This design comes from an exercise in tuning for small area on the open sky130 flow, not from production work. Function was checked by simulation only, so behaviour that the tests miss may differ from the original. Power and IR drop assume default switching activity. The clock port is modelled as an ideal driver; clocking choices that lean on that would not hold on a real chip.

==> flow/design.v (excerpt) <==
module spike_array_top (
    input  logic        cpu_clk,
    input  logic        rst_n,
    input  logic [7:0]  ext_node_select,
    input  logic [7:0]  ext_addr,
    input  logic        ext_write_en,
    input  logic        ext_read_en,
    input  logic [31:0] ext_write_data,
    output logic [31:0] ext_read_data,
    output logic        ext_ready,
    output logic [3:0]  node_interrupts
);
    logic        tick, tick_d;
    logic        acc, done, op_w, acc_next;
    logic [2:0]  code_in;
    logic [1:0]  bank, nrn;
    logic [2:0]  code;
    logic [15:0] dreg;
    logic [15:0] rd [2];
    access_fsm u_access (
        .cpu_clk     (cpu_clk),
        .rst_n       (rst_n),
        .node_select (ext_node_select),
        .addr        (ext_addr),
        .write_en    (ext_write_en),
        .read_en     (ext_read_en),
        .write_data  (ext_write_data[15:0]),
        .rd_word     (rd[bank[1]]),
        .acc         (acc),
        .done        (done),
        .op_w        (op_w),
        .bank        (bank),
        .nrn         (nrn),
        .code        (code),
        .dreg        (dreg),
        .read_data   (ext_read_data),
        .ready       (ext_ready),
        .acc_next    (acc_next),
        .code_in     (code_in)
    );
    tick_timer u_timer (
        .cpu_clk (cpu_clk),
        .rst_n   (rst_n),
        .tick    (tick),
        .tick_d  (tick_d)
    );
    for (genvar n = 0; n < 2; n++) begin : g_node
        neuron_bank u_bank (
            .cpu_clk   (cpu_clk),
            .rst_n     (rst_n),
            .tick      (tick),
            .tick_d    (tick_d),
            .acc       (acc),
            .done      (done),
            .op_w      (op_w),
  ...
Size in the first run: roughly 4200 cells after synthesis, ~0.060 mm^2 of cells after synthesis.
make LEC_CHECK=0 CAP_MARGIN=0 CORE_MARGIN=2 CORE_UTILIZATION=55 CTS_CLUSTER_DIAMETER=100 CTS_CLUSTER_SIZE=24 SLEW_MARGIN=0 finish   # period 12.0 ns
run.sh (not shown) runs the stock make flow with config.mk's settings and CLKGATE_MAP_FILE= SYNTH_SCRIPT=/design/flow/synth_recipe.tcl, a recipe that flattens the netlist after the stock synthesis.
Edit:
Settings changed: CAP_MARGIN 0 to 20, CORE_UTILIZATION 55 to 40, CTS_CLUSTER_DIAMETER 100 to default, CTS_CLUSTER_SIZE 24 to default, SLEW_MARGIN 0 to 20.
After rerunning: Clock power rises by about 66%; sequential power stays flat; worst hold slack hardly moves; global-route usage drops by 9.2 points; setup slack degrades by 170 ps; total power grows by 14%.

========
== run 4 ==
spike_array_top again, from the RTL that the note above started with.
Settings: LEC_CHECK=0, CAP_MARGIN=20, CORE_MARGIN=2, CORE_UTILIZATION=55, CTS_CLUSTER_DIAMETER=100, CTS_CLUSTER_SIZE=30, GPL_TIMING_DRIVEN=0, SLEW_MARGIN=20; clock period 12.0 ns.
Changes in run 2 relative to run 4:
- a deleted GPL_TIMING_DRIVEN that had been 0
### Flow results
- Per the comparison of run 2 with run 4, combinational power saw a decrease, number of fill cells grew by about 2%.
- Compared with run 4, run 2 shows sequential power lower by about 0.6%.
- Per the comparison of run 2 with run 4, design area has decreased; routability-driven placement congestion ratio fell by 2.2%; time the final worst path needs with I/O delays and setup shows a reduction of 0.59 ns.
- Looking at first-pass detailed-route iteration total, run 2 sits below run 4.

========
Another version of the RTL of spike_array_top (not shown whole).
Size: ~4,000 cells after synthesis, about 1,400 flip-flops, ~0.059 sq mm of cells after synthesis.
==> flow/config.mk <==
export PLATFORM = sky130hd
export DESIGN_NAME = spike_array_top
export DESIGN_NICKNAME = spike_array_top
export VERILOG_FILES = /design/flow/design.v
export SDC_FILE = /design/flow/constraint.sdc
export NUM_CORES = 4
export LEC_CHECK = 0
export CAP_MARGIN = 20
export CORE_MARGIN = 2
export CORE_UTILIZATION = 65
export PLACE_DENSITY = 0.75
export SLEW_MARGIN = 20
==> flow/constraint.sdc <==
create_clock -name core_clock -period 12.0 [get_ports {cpu_clk}]
set_input_delay 2.4000 -clock core_clock [delete_from_list [all_inputs] [get_ports {cpu_clk}]]
set_output_delay 2.4000 -clock core_clock [all_outputs]
set_load 0.01 [all_outputs]
standard.sh (not shown) runs the stock make flow with config.mk's settings and CLKGATE_MAP_FILE= SYNTH_SCRIPT=/design/flow/synth_recipe.tcl, a recipe that flattens the netlist after the stock synthesis.
==> flow/flow/run.sh <==
#!/bin/bash
set -euo pipefail
export CTS_ARGS="-sink_clustering_enable -repair_clock_nets -sink_clustering_size 26 -sink_clustering_max_diameter 90 -dont_use_dummy_load"
export BUFFER_PORTS_ARGS="-buffer_cell sky130_fd_sc_hd__buf_1"
bash standard.sh > standard.log 2>&1
The first run finished clean.
==> next run, changes <==
==> flow/run.sh (new file) <==
#!/bin/bash
# synth_recipe.tcl (not shown) runs the flow's synth.tcl, then flattens the netlist and writes it again
# the make line also repeats each setting of config.mk as NAME=value (left out here)
make -C /OpenROAD-flow-scripts/flow DESIGN_CONFIG=/design/flow/config.mk WORK_HOME=/design/flow/orfs CLKGATE_MAP_FILE= SYNTH_SCRIPT=/design/flow/synth_recipe.tcl finish
CTS_CLUSTER_DIAMETER = 100   (was default)
CTS_CLUSTER_SIZE = 30   (was default)
PLACE_DENSITY = default   (was 0.75)
removed: flow/flow/run.sh
removed: flow/standard.sh
=> Area after synthesis is unchanged. Hold slack improves by 19 ps. Synthesized cell count stays the same.
==> next run, changes <==
==> flow/flow/run.sh (new file) <==
#!/bin/bash
set -euo pipefail
export CTS_ARGS="-sink_clustering_enable -repair_clock_nets -sink_clustering_size 30 -sink_clustering_max_diameter 100 -dont_use_dummy_load"
export BUFFER_PORTS_ARGS="-buffer_cell sky130_fd_sc_hd__buf_1"
bash standard.sh > standard.log 2>&1
==> flow/standard.sh (new file) <==
#!/bin/bash
# synth_recipe.tcl (not shown) runs the flow's synth.tcl, then flattens the netlist and writes it again
# the make line also repeats each setting of config.mk as NAME=value (left out here)
make -C /OpenROAD-flow-scripts/flow DESIGN_CONFIG=/design/flow/config.mk WORK_HOME=/design/flow/orfs CLKGATE_MAP_FILE= SYNTH_SCRIPT=/design/flow/synth_recipe.tcl "${@:-finish}"
CTS_CLUSTER_DIAMETER = default   (was 100)
CTS_CLUSTER_SIZE = default   (was 30)
removed: flow/run.sh
After rerunning: Core utilization came out lower by 0.49 points. Power came out lower by 1.1%. Critical path depth does not change. Clock power came out lower by about 7%.

========
06-09:
spike_array_top, a different RTL version from the one above (not shown whole).
Size in the first run: roughly 1400 flip-flops, about 89 I/O pins, about 60000 um^2 of cells after synthesis.
Design spike_array_top, start of the top module:
module spike_array_top (
    input  logic        cpu_clk,
    input  logic        rst_n,
    input  logic [7:0]  ext_node_select,
    input  logic [7:0]  ext_addr,
    input  logic        ext_write_en,
    input  logic        ext_read_en,
    input  logic [31:0] ext_write_data,
    output logic [31:0] ext_read_data,
    output logic        ext_ready,
    output logic [3:0]  node_interrupts
);
export LEC_CHECK = 0
export CAP_MARGIN = 20
export CORE_MARGIN = 2
export CORE_UTILIZATION = 72
export SLEW_MARGIN = 20
create_clock -name core_clock -period 12.0 [get_ports {cpu_clk}]
==> flow/flow/run.sh <==
#!/bin/bash
set -euo pipefail
export CTS_ARGS="-sink_clustering_enable -repair_clock_nets -sink_clustering_size 30 -sink_clustering_max_diameter 100 -dont_use_dummy_load"
export BUFFER_PORTS_ARGS="-buffer_cell sky130_fd_sc_hd__buf_1"
bash standard.sh > standard.log 2>&1
Changes in 06-16 relative to 06-09:
# 06-09
export LEC_CHECK = 0
export CAP_MARGIN = 20
export CORE_MARGIN = 2
export CORE_UTILIZATION = 72
export SLEW_MARGIN = 20
create_clock -name core_clock -period 12.0 [get_ports {cpu_clk}]
# 06-16
export LEC_CHECK = 0
export CAP_MARGIN = 20
export CORE_MARGIN = 2
export CORE_UTILIZATION = 65
export CTS_CLUSTER_DIAMETER = 100
export CTS_CLUSTER_SIZE = 30
export SLEW_MARGIN = 20
create_clock -name core_clock -period 12.0 [get_ports {cpu_clk}]
==> flow/run.sh (new file) <==
#!/bin/bash
# synth_recipe.tcl (not shown) runs the flow's synth.tcl, then flattens the netlist and writes it again
# the make line also repeats each setting of config.mk as NAME=value (left out here)
make -C /OpenROAD-flow-scripts/flow DESIGN_CONFIG=/design/flow/config.mk WORK_HOME=/design/flow/orfs CLKGATE_MAP_FILE= SYNTH_SCRIPT=/design/flow/synth_recipe.tcl finish
removed: flow/flow/run.sh
removed: flow/standard.sh
==> comparison <==
For 06-09 and 06-16, there was not a single run that failed to finish clean.
Min chip height across 06-09 and 06-16: 06-09
| final area | 06-16 vs 06-09 | 690 um^2 higher |
On overall power, the lower figure sits with 06-09, not 06-16.
Diff 06-09 and 06-16: number of standard cells in the final layout excluding fillers lower in 06-09
Number of gates resized after cts came out exactly the same in 06-09 and 06-16.

## afterwards: timing with drivers on the ports
The flow's constraints put no driver on any port. The routed layouts listed below were extracted and timed again, unchanged, in two steps.
Step 1, drivers: a clkbuf_16 drives cpu_clk and a buf_2 each remaining input, both assumed.
Step 2 adds t to the input delays and takes it off the output delays; t is the mean of the earliest and latest rising clock arrival at the registers after step 1. Input paths then give back, and output paths get back, about the clock's delay inside the block.
Slacks: ideal / step 1 / step 2; pairs: ideal / step 1.
run	t (ns)	setup WS [ns]	hold slack, ns	worst data-port slew with drivers (ns)	pins driven straight from the clock port
the first run of note 1	0.756	0.957 / 0.957 / 0.957	0.461 / 0.461 / 0.461	0.22	1
the second run of note 1	0.865	0.790 / 0.790 / 0.790	0.462 / 0.462 / 0.462	0.18	1
run 4	0.799	0.351 / 0.351 / 0.351	0.429 / 0.429 / 0.429	0.24	1
run 2	0.789	0.946 / 0.946 / 0.946	0.463 / 0.463 / 0.463	0.20	1
the first run of note 3	0.736	0.497 / 0.497 / 0.497	0.457 / 0.457 / 0.457	0.05	1
the second run of note 3	0.764	0.536 / 0.536 / 0.536	0.477 / 0.477 / 0.477	0.14	1
the third run of note 3	0.725	0.537 / 0.537 / 0.537	0.472 / 0.472 / 0.472	0.15	1
06-09	0.732	0.367 / 0.367 / 0.367	0.466 / 0.466 / 0.466	0.06	1
06-16	0.764	0.513 / 0.513 / 0.513	0.464 / 0.464 / 0.464	0.06	1
After both steps setup and hold are still met in every run listed.
